This design comes from an exercise in tuning for small area on the open sky130 flow, not from production work. Only simulation tests tie the RTL to the original design; equivalence was not proved. Power and IR drop assume default switching activity. No driver is modelled on the clock port, so clocking that relies on it looks cheaper here than on a real chip.

===== design.v =====
package clock_divider_pkg;
  localparam int CDM_MIN_DIV           = 2;
  localparam int CDM_DUTY_HALF         = 0;
  localparam int CDM_DEFAULT_NUM_CH    = 4;
  localparam int CDM_DEFAULT_CH_IDX_W  = 2;
  localparam int CDM_DEFAULT_DIV_WIDTH = 24;
  localparam int CDM_DEFAULT_DIV       = 12000000;
endpackage
module clock_divider_ch
#(
  parameter int DIV_WIDTH   = clock_divider_pkg::CDM_DEFAULT_DIV_WIDTH,
  parameter int DEFAULT_DIV = clock_divider_pkg::CDM_DEFAULT_DIV
) (
  input  logic                 clk,
  input  logic                 rst,
  input  logic                 en,
  input  logic                 sync,
  input  logic                 cfg_we,
  input  logic [DIV_WIDTH-1:0] cfg_h_n,
  input  logic [DIV_WIDTH-1:0] cfg_lm1_n,
  output logic                 div_out,
  output logic                 tick,
  output logic                 pending
);
  localparam int RST_DEFF = (DEFAULT_DIV < clock_divider_pkg::CDM_MIN_DIV) ?
                            clock_divider_pkg::CDM_MIN_DIV : DEFAULT_DIV;
  localparam logic [DIV_WIDTH-1:0] RST_H     = DIV_WIDTH'(RST_DEFF / 2);
  localparam logic [DIV_WIDTH-1:0] RST_LM1   = DIV_WIDTH'(RST_DEFF - RST_DEFF / 2 - 1);
  localparam logic [DIV_WIDTH-1:0] ONE       = DIV_WIDTH'(1);
  localparam logic [DIV_WIDTH-1:0] RST_H_N   = ~RST_H;
  localparam logic [DIV_WIDTH-1:0] RST_LM1_N = ~RST_LM1;
  localparam logic [DIV_WIDTH-1:0] ONE_N     = ~ONE;
  logic [DIV_WIDTH-1:0] r_h_act, r_l_act, r_sh_h, r_sh_l, r_cnt;
  logic                 r_div_out, r_tick, r_pending, r_park, r_first, r_dflt;
  logic [DIV_WIDTH-1:0] w_dec, w_cnt_nxt;
  logic [DIV_WIDTH:0]   w_c;
  logic                 w_hi_zero, w_is0, w_is1, w_is2, w_h1, w_l0, w_at_end, w_apply, w_run;
  logic                 w_sel_h, w_sel_l, w_s_h, w_s_l, w_s_kh, w_s_kl, w_s_dec, w_div_nxt, w_tick_nxt;
  assign w_h1      = ~r_dflt & (r_h_act == ONE_N);
  assign w_l0      = ~r_dflt & (&r_l_act);
  always_comb begin
    w_c[0] = 1'b1;
    for (int i = 0; i < DIV_WIDTH; i++) begin
      w_dec[i]  = r_cnt[i] ^ w_c[i];
      w_c[i+1]  = w_c[i] & r_cnt[i];
    end
  end
  assign w_hi_zero = &r_cnt[DIV_WIDTH-1:2];
  assign w_is0     = w_hi_zero &  r_cnt[1] &  r_cnt[0];
  assign w_is1     = w_hi_zero &  r_cnt[1] & ~r_cnt[0];
  assign w_is2     = w_hi_zero & ~r_cnt[1] &  r_cnt[0];
  assign w_at_end  = r_park | (~r_div_out & w_is0);
  assign w_apply   = r_pending & (w_at_end | sync);
  assign w_run     = en & ~sync;
  assign w_sel_h   = r_first & ~w_h1;
  assign w_sel_l   = r_first ? w_h1 : (r_div_out & w_is2);
  assign w_s_h     = w_sel_h & ~r_dflt;
  assign w_s_l     = w_sel_l & ~r_dflt;
  assign w_s_kh    = w_sel_h & r_dflt;
  assign w_s_kl    = w_sel_l & r_dflt;
  assign w_s_dec   = ~(w_sel_h | w_sel_l);
  assign w_cnt_nxt = ({DIV_WIDTH{w_s_h}}  & r_h_act)   | ({DIV_WIDTH{w_s_l}}  & r_l_act) |
                     ({DIV_WIDTH{w_s_kh}} & RST_H_N)   | ({DIV_WIDTH{w_s_kl}} & RST_LM1_N) |
                     ({DIV_WIDTH{w_s_dec}} & w_dec);
  always_comb begin
    w_div_nxt  = 1'b0;
    w_tick_nxt = 1'b0;
    if (w_run) begin
      if (w_at_end) begin
        w_div_nxt  = 1'b1;
      end else if (w_sel_l) begin
        w_tick_nxt = w_l0;
      end else begin
        w_div_nxt  = r_div_out;
        w_tick_nxt = ~r_div_out & w_is1;
      end
    end
  end
  always_ff @(posedge clk or posedge rst) begin
    if (rst) begin
      r_div_out <= 1'b0;
      r_tick    <= 1'b0;
      r_pending <= 1'b0;
      r_park    <= 1'b1;
      r_dflt    <= 1'b1;
    end else begin
      r_div_out <= w_div_nxt;
      r_tick    <= w_tick_nxt;
      r_park    <= ~w_run;
      if (w_apply) r_dflt <= 1'b0;
      if (cfg_we) r_pending <= 1'b1;
      else if (w_apply) r_pending <= 1'b0;
    end
  end
  always_ff @(posedge clk) begin
    r_cnt   <= w_cnt_nxt;
    r_first <= w_run & w_at_end;
    if (w_apply) begin
      r_h_act <= r_sh_h;
      r_l_act <= r_sh_l;
    end
    if (!r_pending) begin
      r_sh_h <= cfg_h_n;
      r_sh_l <= cfg_lm1_n;
    end
  end
  assign div_out = r_div_out;
  assign tick    = r_tick;
  assign pending = r_pending;
endmodule
module clock_divider_multi
#(
  parameter int NUM_CH      = clock_divider_pkg::CDM_DEFAULT_NUM_CH,
  parameter int CH_IDX_W    = clock_divider_pkg::CDM_DEFAULT_CH_IDX_W,
  parameter int DIV_WIDTH   = clock_divider_pkg::CDM_DEFAULT_DIV_WIDTH,
  parameter int DEFAULT_DIV = clock_divider_pkg::CDM_DEFAULT_DIV
) (
  input  logic                 clk,
  input  logic                 rst,
  input  logic [NUM_CH-1:0]    en,
  input  logic                 cfg_valid,
  output logic                 cfg_ready,
  input  logic [CH_IDX_W-1:0]  cfg_ch,
  input  logic [DIV_WIDTH-1:0] cfg_div,
  input  logic [DIV_WIDTH-1:0] cfg_high,
  input  logic                 sync_req,
  output logic                 sync_busy,
  output logic [NUM_CH-1:0]    div_out,
  output logic [NUM_CH-1:0]    tick,
  output logic [NUM_CH-1:0]    pending
);
  logic [31:0]          w_ch_ext;
  logic [NUM_CH-1:0]    w_sel;
  logic [NUM_CH-1:0]    w_we;
  logic                 w_sync;
  logic [DIV_WIDTH-1:0] w_d_eff, w_x, w_s, w_dm1, w_h, w_lm1;
  logic [DIV_WIDTH:0]   w_c, w_b;
  logic                 w_d_lt2, w_h_zero;
  assign w_d_lt2  = ~|cfg_div[DIV_WIDTH-1:1];
  assign w_d_eff  = w_d_lt2 ? DIV_WIDTH'(2) : cfg_div;
  assign w_h_zero = ~|cfg_high;
  assign w_x      = w_h_zero ? (w_d_eff >> 1) : cfg_high;
  localparam int BLK  = 4;
  localparam int NBLK = (DIV_WIDTH + BLK - 1) / BLK;
  logic [DIV_WIDTH-1:0] w_p, w_g;
  logic [NBLK:0]        w_bc;
  logic [NBLK-1:0]      w_bg, w_bp;
  always_comb begin
    w_b[0] = 1'b1;
    for (int i = 0; i < DIV_WIDTH; i++) begin
      w_dm1[i]   = w_d_eff[i] ^ w_b[i];
      w_b[i+1]   = w_b[i] & ~w_d_eff[i];
      w_p[i]     = w_d_eff[i] ^ ~w_x[i];
      w_g[i]     = w_d_eff[i] & ~w_x[i];
    end
    for (int k = 0; k < NBLK; k++) begin
      w_bg[k] = 1'b0;
      w_bp[k] = 1'b1;
      for (int j = 0; j < BLK; j++) begin
        if (k * BLK + j < DIV_WIDTH) begin
          w_bg[k] = w_g[k*BLK+j] | (w_p[k*BLK+j] & w_bg[k]);
          w_bp[k] = w_bp[k] & w_p[k*BLK+j];
        end
      end
    end
    w_bc[0] = 1'b0;
    for (int k = 0; k < NBLK; k++)
      w_bc[k+1] = w_bg[k] | (w_bp[k] & w_bc[k]);
    for (int i = 0; i < DIV_WIDTH; i++) begin
      if (i % BLK == 0) w_c[i] = w_bc[i / BLK];
      w_s[i]   = w_p[i] ^ w_c[i];
      w_c[i+1] = w_g[i] | (w_p[i] & w_c[i]);
    end
    w_c[DIV_WIDTH] = w_bc[NBLK];
  end
  assign w_h   = w_c[DIV_WIDTH] ? w_x : w_dm1;
  assign w_lm1 = w_c[DIV_WIDTH] ? w_s : '0;
  assign w_ch_ext = 32'(cfg_ch);
  assign cfg_ready = ~|(w_sel & pending);
  assign sync_busy = sync_req;
  assign w_sync    = sync_req;
  for (genvar g = 0; g < NUM_CH; g++) begin : g_ch
    assign w_sel[g] = (w_ch_ext == 32'(g));
    assign w_we[g]  = cfg_valid & w_sel[g] & ~pending[g];
    clock_divider_ch #(
      .DIV_WIDTH  (DIV_WIDTH),
      .DEFAULT_DIV(DEFAULT_DIV)
    ) u_ch (
      .clk     (clk),
      .rst     (rst),
      .en      (en[g]),
      .sync    (w_sync),
      .cfg_we  (w_we[g]),
      .cfg_h_n  (~w_h),
      .cfg_lm1_n(~w_lm1),
      .div_out (div_out[g]),
      .tick    (tick[g]),
      .pending (pending[g])
    );
  end
endmodule

===== flow/run.sh =====
#!/bin/bash
# The standard layout, with the port buffers made of the smallest buffer cell and a clock
# tree built without dummy loads.
set -e
export BUFFER_PORTS_ARGS="-buffer_cell sky130_fd_sc_hd__buf_1"
export CTS_ARGS="-sink_clustering_enable -repair_clock_nets -dont_use_dummy_load -sink_clustering_size 30 -sink_clustering_max_diameter 120 -buf_list sky130_fd_sc_hd__clkbuf_16"
bash standard.sh > standard.log 2>&1

===== standard.sh =====
#!/bin/bash
# synth_recipe.tcl (not shown) runs the flow's synth.tcl, then flattens the netlist and writes it again
# the make line also repeats each setting of config.mk as NAME=value (left out here)
make -C /OpenROAD-flow-scripts/flow DESIGN_CONFIG=/design/flow/config.mk WORK_HOME=/design/flow/orfs CLKGATE_MAP_FILE= SYNTH_SCRIPT=/design/flow/synth_recipe.tcl "${@:-finish}"

===== config.mk =====
export PLATFORM = sky130hd
export DESIGN_NAME = clock_divider_multi
export DESIGN_NICKNAME = clock_divider_multi
export VERILOG_FILES = /design/flow/design.v
export SDC_FILE = /design/flow/constraint.sdc
export NUM_CORES = 4
export LEC_CHECK = 0
export CAP_MARGIN = 20
export CORE_MARGIN = 2
export CORE_UTILIZATION = 65
export GPL_TIMING_DRIVEN = 0
export SLEW_MARGIN = 20

===== constraint.sdc =====
create_clock -name core_clock -period 11.0 [get_ports {clk}]
set_input_delay 2.2000 -clock core_clock [delete_from_list [all_inputs] [get_ports {clk}]]
set_output_delay 2.2000 -clock core_clock [all_outputs]
set_load 0.01 [all_outputs]

==> summary.txt, run 1 <==
The run finished with no timing, DRC or antenna violations. Counting cells, the worst reg-to-reg path comes to 25. The run gives 39 as the maximum number of pins on one net before global-route repair. In the final routed layout, each cell accounts on average for 24.7 µm.

Portion of the clock cycle consumed by the worst path in the final layout: 76.7%. The number of hold violations in the final report was 0; the clock-pin slew reported for the worst setup and hold paths after clock tree synthesis was 110 ps. The final weighted congestion in routability-driven placement is 0.976. The die width was 181 µm.

Remaining antenna violation count: 0. The critical path is of the in2reg type. The overall routing resource usage is 29.2%, and the mean post-synth cell area is 14.5 µm². The final net count came out at 1724. Setup total negative slack on the finished layout was measured at 0 ps. In this run, post-CTS repair resized a total of 0 instances. The leading cell type by number of instances after synthesis is sky130_fd_sc_hd__edfxtp_1. The static power due to leakage came out at 7.95 nW.

The post-CTS repair timing setup buffer count is 0. The tools report the detailed placement HPWL as 34.8 mm. The transition time of the tightest slew-check pin came out at 967 ps. The root buffer cell chosen for the clock tree is sky130_fd_sc_hd__clkbuf_16. The tool flagged a number of max-cap violations equal to 0. The tools report the largest buffer count on any clock path as 3. Static timing analysis puts the maximum clock frequency at 0.118 GHz. After global routing the overflow that remains totals 0. Power comes to 3.76 mW. At the placement stage, the worst setup path has a slack of 2120 ps. The core region is 0.0308 mm². The via count of the first global-routing pass is 11433, and the ratio of cells with drive above 1 in the final layout is 7.52%. The per-cell via count in the routed design came out at 6.32.

Count of warnings emitted by yosys: 2. Final setup violation count: 0. The commonest cells after synthesis are sky130_fd_sc_hd__edfxtp_1, sky130_fd_sc_hd__ha_1, sky130_fd_sc_hd__dfxtp_1. The relative slew slack was 34.3%. Sorting the synthesized cells by area gives the leading types as sky130_fd_sc_hd__edfxtp_1, sky130_fd_sc_hd__dfxtp_1, sky130_fd_sc_hd__ha_1, sky130_fd_sc_hd__nand4_1, sky130_fd_sc_hd__nand2_1. The sequential area share after synthesis is 68.6%, and the total clock buffers created by CTS is 20. Setup repair after global routing left no endpoint under its margin. The share of synthesized registers carrying an async set or reset works out to 3.97%.

The biggest area contributor in the post-synthesis netlist is sky130_fd_sc_hd__edfxtp_1. By instance count, the cell type seen most on the critical path is sky130_fd_sc_hd__ha_1. The clock net in this run drives a total of 504 sinks. From synthesis to final layout, the design area changed by 7.50%. The run gives 12099 as the via total after detailed routing. The highest cell delay on the worst timing path is 760 ps. On the critical path, the stage with the largest delay is an instance of sky130_fd_sc_hd__mux2i_2. Synthesis produced a netlist with a net count of 1621. The total DRC errors in the routed layout was 0; the combined area of all synthesized cells was 0.0205 mm². The first detailed-routing pass ran for 5 iterations.

Synthesis handed over a netlist of 1414 instances. After floorplanning, the core was divided into 64 placement rows. The worst setup path is launched from an input port. The first global-routing pass estimated 69.9 mm of wire.

Across the routed clock network, the largest skew measured is 26.5 ps. For this block, the initial DRC count from the detailed router was 1385. Clock latency on the worst-skew pair, taken at its later pin, is 540 ps. The power density over the cells works out to 171 mW/mm².

The worst hold path belongs to the class reg2reg. The tools report the detailed-route wire length as 47.3 mm. For this run, the leading register cell type out of synthesis is sky130_fd_sc_hd__edfxtp_1. The count of input and output buffers is 71. Effective utilization at floorplan: 66.4%. The die covers 0.0329 mm². In this run the worst path has a maximum fanout of 4. The count of flip-flops with a built-in enable after synthesis works out to 384. The top cell type by area accounts for 56.4% of the synthesized area.

The tools report the kind of capture point of the worst setup path as a flip-flop. The least setup slack across all paths after layout was 2560 ps; the height of the die was 181 µm. The critical path required time was 11190 ps; the number of synthesized register bits was 504. The H-tree depth was 1; the count of pins over their slew limit was 0. The run gives 72 as the I/O pin count. The clock period minus final worst setup slack works out to 8440 ps. Counting instances, the worst hold path has a depth of 0. The cts-stage hold buffer count was 0; the peak ir drop on the vdd network was 0.136 mV. The initial antenna violation count came out at 10.

Synthesis instantiated 72 different standard cells from the library. At the worst endpoint, the arrival time is 8630 ps. TritonCTS built the clock tree.
layer usage:
layer	share of wire [%]	global-route usage [%]	up-vias
met5	0	0	-
met4	3.6	9.79	0
met1	43	43.0	5916
li1	-	-	5542
met2	45	45.5	560
met3	8.4	3.97	81
path summary, 6_finish.rpt:
path                                         start                       end  slack, ps
setup / recovery                       cfg_div[18]   g_ch[0].u_ch.r_sh_h[23]       2560
hold / removal             g_ch[2].u_ch.r_sh_l[16]  g_ch[2].u_ch.r_l_act[16]        410
setup reg to reg             g_ch[0].u_ch.r_cnt[0]    g_ch[0].u_ch.r_cnt[23]       6030
hold reg to reg            g_ch[2].u_ch.r_sh_l[16]  g_ch[2].u_ch.r_l_act[16]        410
max in group asynchronous                      rst       g_ch[1].u_ch.r_tick       8550
min in group asynchronous                      rst    g_ch[2].u_ch.r_div_out       1850
state kept, by name, indices dropped and copies added (netlist names):
name                 count
g_ch.u_ch.r_cnt         96
g_ch.u_ch.r_dflt         4
g_ch.u_ch.r_div_out      4
g_ch.u_ch.r_first        4
g_ch.u_ch.r_h_act       96
g_ch.u_ch.r_l_act       96
g_ch.u_ch.r_park         4
g_ch.u_ch.r_pending      4
g_ch.u_ch.r_sh_h        96
g_ch.u_ch.r_sh_l        96
g_ch.u_ch.r_tick         4
kinds of logic after synthesis:
group | Yosys count | share of synthesized area (%)
flops | 504 | 68.6
mux | 28 | 1.55
simple gates | 354 | 8.83
buf+inv | 127 | 2.76
fa+ha+maj | 149 | 9.77
compound gates | 242 | 8.01
xor+xnor | 10 | 0.428
worst max-delay path, delay by kind of cell:
family / cells / cell delay [ps]
and+or+nand+nor: 2 / 500
muxes: 1 / 760
AOI/OAI and AO/OA: 1 / 290
buffers and inverters: 2 / 250
xor gates and xnor gates: 1 / 150
adders and majority gates: 22 / 4490
through the flow:
stage               cell area (µm²)  instances  hold slack, ps  util (%)
floorplan                     20500       1414             400         -
global placement              21200       1881             400      68.8
detailed placement            21500       1891             405      69.7
CTS                           22000       1911             408      71.3
global route                  22000       1911             406      71.3
finish                        22000       1913             410      71.3
cells in the final DEF (no fill, tap or decap), types with 21 or more instances in the layout:
cell type,netlist,layout
sky130_fd_sc_hd__ha_1,131,131
sky130_fd_sc_hd__clkbuf_1,48,48
sky130_fd_sc_hd__a21oi_1,54,53
sky130_fd_sc_hd__nand2_1,97,97
sky130_fd_sc_hd__nand4_1,64,64
sky130_fd_sc_hd__nand3_1,21,21
sky130_fd_sc_hd__o21ai_0,61,61
sky130_fd_sc_hd__nor2_1,86,83
sky130_fd_sc_hd__a22oi_1,30,30
sky130_fd_sc_hd__inv_1,50,46
sky130_fd_sc_hd__buf_1,0,71
sky130_fd_sc_hd__edfxtp_1,384,384
sky130_fd_sc_hd__dfxtp_1,100,100
report_power, final:
part	total [mW]	leakage [nW]	switching [mW]	internal [mW]
logic	0.480	3.09	0.301	0.180
registers	2.44	4.61	0.113	2.33
clock network	0.836	0.246	0.507	0.330
area by class of cell:
class	instances	area [µm²]
Clock buffer	20	500
Multi-Input combinational cell	783	5890
Inverter	51	191
Sequential cell	504	14000
Fill cell	2107	8840
Antenna cell	2	5.00
Tap cell	396	495
Timing Repair Buffer	81	497
Buffer	76	373
==> inputs of run 2 (changes only) <==
--- a/config.mk
+++ b/config.mk
@@ -8,5 +8,4 @@
 export CAP_MARGIN = 20
 export CORE_MARGIN = 2
 export CORE_UTILIZATION = 65
-export GPL_TIMING_DRIVEN = 0
 export SLEW_MARGIN = 20
==> summary.txt, run 2 <==
The tools report the number of hold violations in the final report as 0 (unchanged). The flow ran to the end and the layout has no timing, DRC or antenna violations. For the synthesized netlist net count, the log shows 1621 (unchanged). The count of instances resized after the clock tree is built was 0 (unchanged); the portion of the clock cycle consumed by the worst path in the final layout was 70.4% (-6.4 points). The first-pass detailed-route iteration total was 5 (unchanged); the combined area of all synthesized cells was 0.0205 mm² (unchanged). The most numerous cell type found on the critical path is sky130_fd_sc_hd__ha_1.

The tools report the total clock buffers created by CTS as 20 (unchanged). Setup repair after global routing left no endpoint under its margin. For the via total after detailed routing, the log shows 11697 (-3.3%).

The run gives 7.71 nW (-3.0%) as the static power due to leakage. The worst-path maximum fanout came out at 4 (unchanged). The number of placement rows is 64 (unchanged). The tools report the H-tree depth as 1 (unchanged). Yosys attributes the largest share of cell area to sky130_fd_sc_hd__edfxtp_1, sky130_fd_sc_hd__dfxtp_1, sky130_fd_sc_hd__ha_1, sky130_fd_sc_hd__nand4_1, sky130_fd_sc_hd__nand2_1.

The count of input and output buffers works out to 71 (unchanged). The detailed placement HPWL came out at 32.9 mm (-5.4%). Sorting the synthesized cells by how often they occur yields sky130_fd_sc_hd__edfxtp_1, sky130_fd_sc_hd__ha_1, sky130_fd_sc_hd__dfxtp_1. First-pass GRT wire length: 69.1 mm (-1.2%). The tools report the startpoint of the lowest-slack register-to-register path as g_ch[2].u_ch.r_cnt[0]. The number of filler instances in the final layout was 2121 (+0.66%); the height of the die was 181 µm (unchanged). I/O pin count: 72 (unchanged). Transition time of the tightest slew-check pin: 1130 ps (+163 ps).

The average wire length per cell after detail routing was 25.3 µm (+2.2%). The synthesized design spends more area on one cell type than any other, namely sky130_fd_sc_hd__edfxtp_1. The die width works out to 181 µm (unchanged). The tools report the reg-to-reg setup timing slack as 6040 ps (about the same).

The tools report the effective utilization at floorplan as 66.4% (unchanged). The placeable core region was 0.0308 mm² (unchanged). The min-delay analysis places its worst path in the category reg2reg. The overall routing resource usage is 28.7% (-0.44 points), and the global-route congestion overflow total is 0 (unchanged). The initial antenna violation count was 1 (-9); the post-CTS repair timing setup buffer count was 0 (unchanged). The count of flip-flops with a built-in enable after synthesis came out at 384 (unchanged). Among all stages on the critical path, the largest delay is contributed by sky130_fd_sc_hd__nor4_1. For the total DRC errors in the routed layout, the log shows 0 (unchanged). From synthesis to final layout, the design area changed by 5.12%. Relative slew slack: 24.7% (-9.6 points). Die outline area: 0.0329 mm² (unchanged). Cell family with the largest share of critical-path delay: adder cells. The beginning of the worst hold path was g_ch[2].u_ch.r_sh_l[16]. The most used flip-flop cell after synthesis is sky130_fd_sc_hd__edfxtp_1. Clock latency on the worst-skew pair: 530 ps (about the same). The sequential area share after synthesis is 68.6% (unchanged), and the per-cell via count in the routed design is 6.35 (+0.46%). The most critical setup path has its startpoint at cfg_div[18]. The sum of negative setup slack was 0 ps (unchanged); the portion of synthesized cell area occupied by the leading cell type was 56.4% (unchanged). Type of origin of the critical path: an input port. The count of buffer and inverter cells on the critical path was 2 (unchanged). The critical path required time is 11310 ps (+120 ps), and the ratio of cells with drive above 1 in the final layout is 6.24% (-1.3 points). The maximum number of pins on one net before global-route repair is 50 (+28%).

The cts-stage hold buffer count came out at 0 (unchanged). For the arrival time at the worst endpoint, the log shows 8050 ps (-580 ps). The kind of capture point of the worst setup path is a flip-flop. The kind of critical path is in2reg. The power density over the cells is 174 mW/mm² (+1.9%). CTS placed an instance of sky130_fd_sc_hd__clkbuf_16 at the clock tree root. The maximum frequency from static timing analysis is 0.129 GHz (+9.0%). The tools report the number of sinks on the clock net as 504 (unchanged). The number of standard cells after synthesis was 1414 (unchanged); the clock period minus final worst setup slack was 7740 ps (-699 ps). The via count of the first global-routing pass was 11025 (-3.6%). For the final non-filler cell total, the log shows 1841 (-3.8%). The post-route core utilization is 69.8% (-1.6 points).

Number of synthesized register bits: 504 (unchanged). For the final worst clock skew, the log shows 26.1 ps (-0.380 ps). The tools report the peak ir drop on the vdd network as 0.114 mV (-16%). The clock-pin slew reported for the worst setup and hold paths after clock tree synthesis is 110 ps (about the same). The largest buffer count on any clock path was 3 (unchanged).

The library cells used most frequently in the layout, excluding fill and tap cells, are sky130_fd_sc_hd__edfxtp_1, sky130_fd_sc_hd__ha_1, sky130_fd_sc_hd__dfxtp_1. The detailed-route wire length is 46.5 mm (-1.6%), and the count of pins over their slew limit is 0 (unchanged). The highest cell delay on the worst timing path was 390 ps (-370 ps). The remaining antenna violation count was 0 (unchanged). The tools report the violation count after the first detailed-routing iteration as 1439 (+3.9%).

The final setup violation count was 0 (unchanged). TritonCTS built the clock tree. Yosys instantiated no cell more often than sky130_fd_sc_hd__edfxtp_1. The count of different cell masters after synthesis was 72 (unchanged); the final net count was 1651 (-4.2%). The tools report the number of maximum-capacitance constraint violations as 0 (unchanged). Final weighted congestion in routability-driven placement: 0.927 (-5.0%). The mean post-synth cell area was 14.5 µm² (unchanged); the count of warnings emitted by yosys was 2 (unchanged).

Leaving out fill and tap cells, the most frequent cell in the layout is sky130_fd_sc_hd__edfxtp_1. The cell count after placement was 1818 (-3.9%). The share of synthesized registers carrying an async set or reset came out at 3.97% (unchanged).
## run 2: routing by layer
layer / track usage [%] / vias up / routed length [µm]
met1: 45.2 / 5713 / 21100
met4: 6.83 / 0 / 1140
met3: 3.21 / 70 / 3530
met5: 0 / - / 0
met2: 43.6 / 527 / 20800
li1: - / 5387 / -
## run 2: logic make-up after synthesis
family | after synthesis | synth area share (%)
XOR/XNOR | 10 | 0.428
multiplexers | 28 | 1.55
adder cells (fa/ha/maj) | 149 | 9.77
flip-flops | 504 | 68.6
AO/OA/AOI/OAI | 242 | 8.01
AND/OR/NAND/NOR | 354 | 8.83
buffers and inverters | 127 | 2.76
## run 2: final timing paths
kind	to	cells after the start
worst max-delay path	g_ch[2].u_ch.r_sh_h[23]	29
worst min-delay path	g_ch[2].u_ch.r_l_act[16]	0
worst max register to register	g_ch[2].u_ch.r_cnt[23]	25
worst min register to register	g_ch[2].u_ch.r_l_act[16]	0
max in group asynchronous	g_ch[2].u_ch.r_div_out	2
min in group asynchronous	g_ch[0].u_ch.r_pending	2
## run 2: where the power goes
part	switching, mW	internal (mW)
Combinational	0.291	0.168
Clock	0.509	0.330
Sequential	0.116	2.33
Total	0.916	2.83
## run 2: metrics by stage
step | instance area, µm² | total power, mW | hold slack, ps | worst slack [ps]
floorplan | 20500 | 2.73 | 400 | 3410
global placement | 21000 | 2.93 | 400 | 2890
detailed placement | 21000 | 2.95 | 405 | 2760
CTS | 21500 | 3.76 | 400 | 3310
global route | 21500 | 3.90 | 410 | 2990
finish | 21500 | 3.74 | 398 | 3260
## run 2: area by class of cell
cell class,instances,area [µm²],share of cell area [%]
tap,396,495,2.30
timing repair buffer,84,364,1.69
sequential,504,14000,65.3
clock buffer,20,500,2.33
inverter,51,194,0.902
multi-input combinational,783,5900,27.4
antenna,3,7.51,0.0349
## run 2: worst reg2reg max path: stages (launching register included)
cell                      delay, ps
sky130_fd_sc_hd__dfxtp_1        380
sky130_fd_sc_hd__ha_1           230
sky130_fd_sc_hd__ha_1           190
sky130_fd_sc_hd__ha_1           180
sky130_fd_sc_hd__ha_1           180
sky130_fd_sc_hd__ha_1           180
sky130_fd_sc_hd__ha_1           190
sky130_fd_sc_hd__ha_1           180
sky130_fd_sc_hd__ha_1           180
sky130_fd_sc_hd__ha_1           180
sky130_fd_sc_hd__ha_1           190
sky130_fd_sc_hd__ha_1           190
sky130_fd_sc_hd__ha_1           180
sky130_fd_sc_hd__ha_1           180
sky130_fd_sc_hd__ha_1           190
sky130_fd_sc_hd__ha_1           190
sky130_fd_sc_hd__ha_1           180
sky130_fd_sc_hd__ha_1           180
sky130_fd_sc_hd__ha_1           180
sky130_fd_sc_hd__ha_1           180
sky130_fd_sc_hd__ha_1           190
sky130_fd_sc_hd__ha_1           180
sky130_fd_sc_hd__ha_1           190
sky130_fd_sc_hd__xor2_1         140
sky130_fd_sc_hd__o32ai_1        150
sky130_fd_sc_hd__nor2_1          80
==> inputs of run 3 (changes only) <==
--- a/config.mk
+++ b/config.mk
@@ -5,7 +5,8 @@
 export SDC_FILE = /design/flow/constraint.sdc
 export NUM_CORES = 4
 export LEC_CHECK = 0
-export CAP_MARGIN = 20
+export CAP_MARGIN = 0
 export CORE_MARGIN = 2
 export CORE_UTILIZATION = 65
-export SLEW_MARGIN = 20
+export GPL_TIMING_DRIVEN = 0
+export SLEW_MARGIN = 0
==> summary.txt, run 3 <==
The run finished with no timing, DRC or antenna violations. The count of different cell masters after synthesis came out at 72 (unchanged). The placeable core region was 0.0308 mm² (unchanged); the number of hold violations in the final report was 0 (unchanged). In this run the critical register-to-register path is captured at g_ch[0].u_ch.r_cnt[23]. The post-placement worst setup slack was 1800 ps (-955 ps); the combinational cell fraction of total power was 12.6% (+0.3 points). For this design, the slowest cell found on the critical path is sky130_fd_sc_hd__mux2i_1.

TritonCTS built the clock tree. The tools report the maximum frequency from static timing analysis as 0.115 GHz (-11%). The library cells used most frequently in the layout, excluding fill and tap cells, are sky130_fd_sc_hd__edfxtp_1, sky130_fd_sc_hd__ha_1, sky130_fd_sc_hd__dfxtp_1. The share of synthesized registers carrying an async set or reset was 3.97% (unchanged); the critical path required time was 11130 ps (-180 ps).

Kind of capture point of the worst setup path: a flip-flop. Relative slew slack: 6.49% (-18 points). The overall routing resource usage is 28.8% (+0.079 points). The height of the die was 181 µm (unchanged); the net switching power of the design was 919 µW (+0.39%). The area added between synthesis and finish works out to 7.20%. The H-tree depth is 1 (unchanged), and the share of power burned in registers is 65.1% (-0.2 points). The logs give 5990 ps (-50 ps) for the reg-to-reg setup timing slack and 0.0205 mm² (unchanged) for the combined area of all synthesized cells.

Counting instances in the post-synthesis netlist gives the leading cell types as sky130_fd_sc_hd__edfxtp_1, sky130_fd_sc_hd__ha_1, sky130_fd_sc_hd__dfxtp_1. The run gives 0 (unchanged) as the final setup violation count. The tools report the peak ir drop on the vdd network as 0.138 mV (+21%). The sequential area share after synthesis was 68.6% (unchanged); the clock period minus final worst setup slack was 8680 ps (+940 ps).

The average wire length per cell after detail routing was 24.5 µm (-3.1%); the portion of synthesized cell area occupied by the leading cell type was 56.4% (unchanged). For the remaining antenna violation count, the log shows 0 (unchanged). Leaving out fill and tap cells, the most frequent cell in the layout is sky130_fd_sc_hd__edfxtp_1.

The via total after detailed routing is 12074 (+3.2%). The tools report the total clock buffers created by CTS as 20 (unchanged). The kind of critical path is in2reg. The post-CTS repair timing setup buffer count was 0 (unchanged); the number of placement rows was 64 (unchanged). For the arrival time at the worst endpoint, the log shows 8810 ps (+760 ps). The global-route congestion overflow total was 0 (unchanged); the clock-pin slew reported for the worst setup and hold paths after clock tree synthesis was 110 ps (about the same). The die outline area is 0.0329 mm² (unchanged), and the final net count is 1722 (+4.3%).

The logs give 66.4% (unchanged) for the effective utilization at floorplan and 3.75 mW (+0.28%) for the total design power. Among the stages of the critical path, the cell type that occurs most often is sky130_fd_sc_hd__ha_1. After synthesis, the cell types taking the most area are sky130_fd_sc_hd__edfxtp_1, sky130_fd_sc_hd__dfxtp_1, sky130_fd_sc_hd__ha_1, sky130_fd_sc_hd__nand4_1, sky130_fd_sc_hd__nand2_1.

The tools report the clock latency on the worst-skew pair as 550 ps (+20 ps). The number of synthesized register bits works out to 504 (unchanged). The tools report the count of warnings emitted by yosys as 2 (unchanged).

Tracing the worst setup path back leads to its startpoint at cfg_div[18]. The worst hold path terminates at g_ch[2].u_ch.r_l_act[0]. The first-pass GRT wire length was 69.1 mm (about the same); the transition time of the tightest slew-check pin was 1360 ps (+234 ps). Clock root buffer: sky130_fd_sc_hd__clkbuf_16. The count of flip-flops with a built-in enable after synthesis works out to 384 (unchanged).

The type of origin of the critical path was an input port. Final worst clock skew: 26.3 ps (+0.190 ps). The run gives 34.2 mm (+4.0%) as the detailed placement HPWL.

The initial antenna violation count is 9 (+8). The fraction of power spent switching nets came out at 24.5% (+0.026 points). The startpoint identified for the worst register-to-register timing path is g_ch[0].u_ch.r_cnt[0].

The number of maximum-capacitance constraint violations was 0 (unchanged); the final weighted congestion in routability-driven placement was 0.976 (+5.2%). The internal power summed over all cells was 2.83 mW (+0.25%). Count of instances resized after the clock tree is built: 0 (unchanged).

The I/O pin count is 72 (unchanged), and the first-pass detailed-route iteration total is 5 (unchanged). The ratio of cells with drive above 1 in the final layout was 7.34% (+1.1 points); the share of total power in the clock network was 22.3% (about the same). The detailed-route wire length is 46.9 mm (+0.85%). The largest total area in the synthesized netlist belongs to sky130_fd_sc_hd__edfxtp_1. The die width came out at 181 µm (unchanged). The synthesized netlist net count came out at 1621 (unchanged). The class of the worst hold path is reg2reg.

The total DRC errors in the routed layout was 0 (unchanged); the mean post-synth cell area was 14.5 µm² (unchanged). Setup repair after global routing left no endpoint under its margin. Among all cell types in the netlist, the one instantiated most often is sky130_fd_sc_hd__edfxtp_1. The power density over the cells is 171 mW/mm² (-1.7%), and the sum of negative setup slack is 0 ps (unchanged). For the number of sinks on the clock net, the log shows 504 (unchanged). The hold-critical path depth came out at 0 (unchanged). The length in cells of the worst reg-to-reg path was 25 (unchanged); the violation count after the first detailed-routing iteration was 1407 (-2.2%). The worst-path maximum fanout was 4 (unchanged); the portion of the clock cycle consumed by the worst path in the final layout was 78.9% (+8.5 points).

The startpoint identified for the worst hold timing path is g_ch[2].u_ch.r_sh_l[0]. For the number of standard cells after synthesis, the log shows 1414 (unchanged). The least setup slack across all paths after layout is 2320 ps (-940 ps), and the per-cell via count in the routed design is 6.30 (-0.82%).

The highest cell delay on the worst timing path works out to 1000 ps (+610 ps). Count of pins over their slew limit: 0 (unchanged). The most used flip-flop cell after synthesis is sky130_fd_sc_hd__edfxtp_1. The static power due to leakage is 7.92 nW (+2.7%).

Count of input and output buffers: 71 (unchanged). The cts-stage hold buffer count came out at 0 (unchanged). The largest buffer count on any clock path was 3 (unchanged).

Via count of the first global-routing pass: 11383 (+3.2%). The tools report the maximum number of pins on one net before global-route repair as 48 (-4.0%).
[run 3: cell counts after synthesis]
No cell type changed its count.
[run 3: layout make-up]
class | count | area [µm²]
Buffer | 76 | 373
Sequential cell | 504 | 14000
Antenna cell | 7 | 17.5
Fill cell | 2051 | 8900
Multi-Input combinational cell | 783 | 5880
Tap cell | 396 | 495
Clock buffer | 20 | 500
Inverter | 51 | 191
Timing Repair Buffer | 79 | 427
[run 3: cells by family after synthesis]
logic type      count (synthesis)  share of synthesized area, %
mux                            28                          1.55
flops                         504                          68.6
fa+ha+maj                     149                          9.77
compound gates                242                          8.01
buf+inv                       127                          2.76
simple gates                  354                          8.83
xor+xnor                       10                         0.428
[run 3: worst max path at each step]
| stage | to | slack [ps] | cells past startpoint |
|---|---|---|---|
| after global placement | g_ch[0].u_ch.r_sh_h[23] | 1820 | 29 |
| after detailed placement | g_ch[0].u_ch.r_sh_h[23] | 1800 | 29 |
| after global routing | g_ch[0].u_ch.r_sh_h[23] | 2140 | 29 |
| after CTS | g_ch[0].u_ch.r_sh_h[23] | 2350 | 29 |
| final | g_ch[0].u_ch.r_sh_h[23] | 2320 | 29 |
| after floorplan | g_ch[0].u_ch.r_sh_h[22] | 3410 | 27 |
[run 3: worst max-delay path, delay by kind of cell]
kind                     cells  cell delay (ps)
adder cells (fa/ha/maj)     22             4470
multiplexers                 1             1000
AND/OR/NAND/NOR              2              500
AO/OA/AOI/OAI                1              270
buffers and inverters        2              240
XOR/XNOR                     1              140
[run 3: stage by stage]
| stage | hold slack, ps | instance area [µm²] | std cells | util [%] |
|---|---|---|---|---|
| after floorplan | 400 | 20500 | 1414 | - |
| after global placement | 400 | 21200 | 1881 | 68.8 |
| after detailed placement | 405 | 21400 | 1889 | 69.5 |
| after CTS | 402 | 21900 | 1909 | 71.1 |
| after global routing | 425 | 21900 | 1909 | 71.1 |
| final | 405 | 21900 | 1916 | 71.1 |
[run 3: power by group through the flow]
stage          Clock [mW]  Combinational [mW]  Sequential, mW
6_report            0.837               0.474            2.44
5_1_grt             0.910               0.530            2.46
4_1_cts             0.852               0.473            2.44
3_5_place_dp            0               0.472            2.48
3_3_place_gp            0               0.453            2.48
2_1_floorplan           0               0.294            2.44
[run 3: metal layers]
metal | share of wire (%) | global-route usage (%) | vias to the layer above | routed length [µm]
met5 | 0 | 0 | - | 0
met4 | 3.0 | 8.85 | 0 | 1410
met3 | 8.3 | 4.89 | 78 | 3900
met2 | 45 | 45.5 | 572 | 21300
met1 | 43 | 41.7 | 5881 | 20300
li1 | - | - | 5543 | -

## separate check: timing with driven ports
How much do the figures lean on ideal ports? The routed layouts below were timed once more, with nothing changed but the port constraints.
Step 1: set_driving_cell puts a clkbuf_16 on clk and a buf_2 on each other input, an assumption about the parent block.
Step 2 adds t to the input delays and takes it off the output delays; t is the mean of the earliest and latest rising clock arrival at the registers after step 1. Input paths then give back, and output paths get back, about the clock's delay inside the block.
Three values: ideal, step 1, step 2; two values: the first two.
| run | shift t [ns] | setup slack, ns | worst setup path after step 2 | worst register clock-pin slew, ns | pins driven straight from the clock port |
|---|---|---|---|---|---|
| run 1 | 0.579 | 2.560 / 2.590 / 2.011 | input to register | 0.12 / 0.12 | 1 |
| run 2 | 0.580 | 3.259 / 3.291 / 2.711 | input to register | 0.12 / 0.12 | 1 |
| run 3 | 0.583 | 2.319 / 2.349 / 1.766 | input to register | 0.11 / 0.11 | 1 |
After both steps every run listed still meets setup and hold. The setup slack of run 3, which loses most, moves by +0.030 ns with the drivers and by -0.553 ns with both steps.
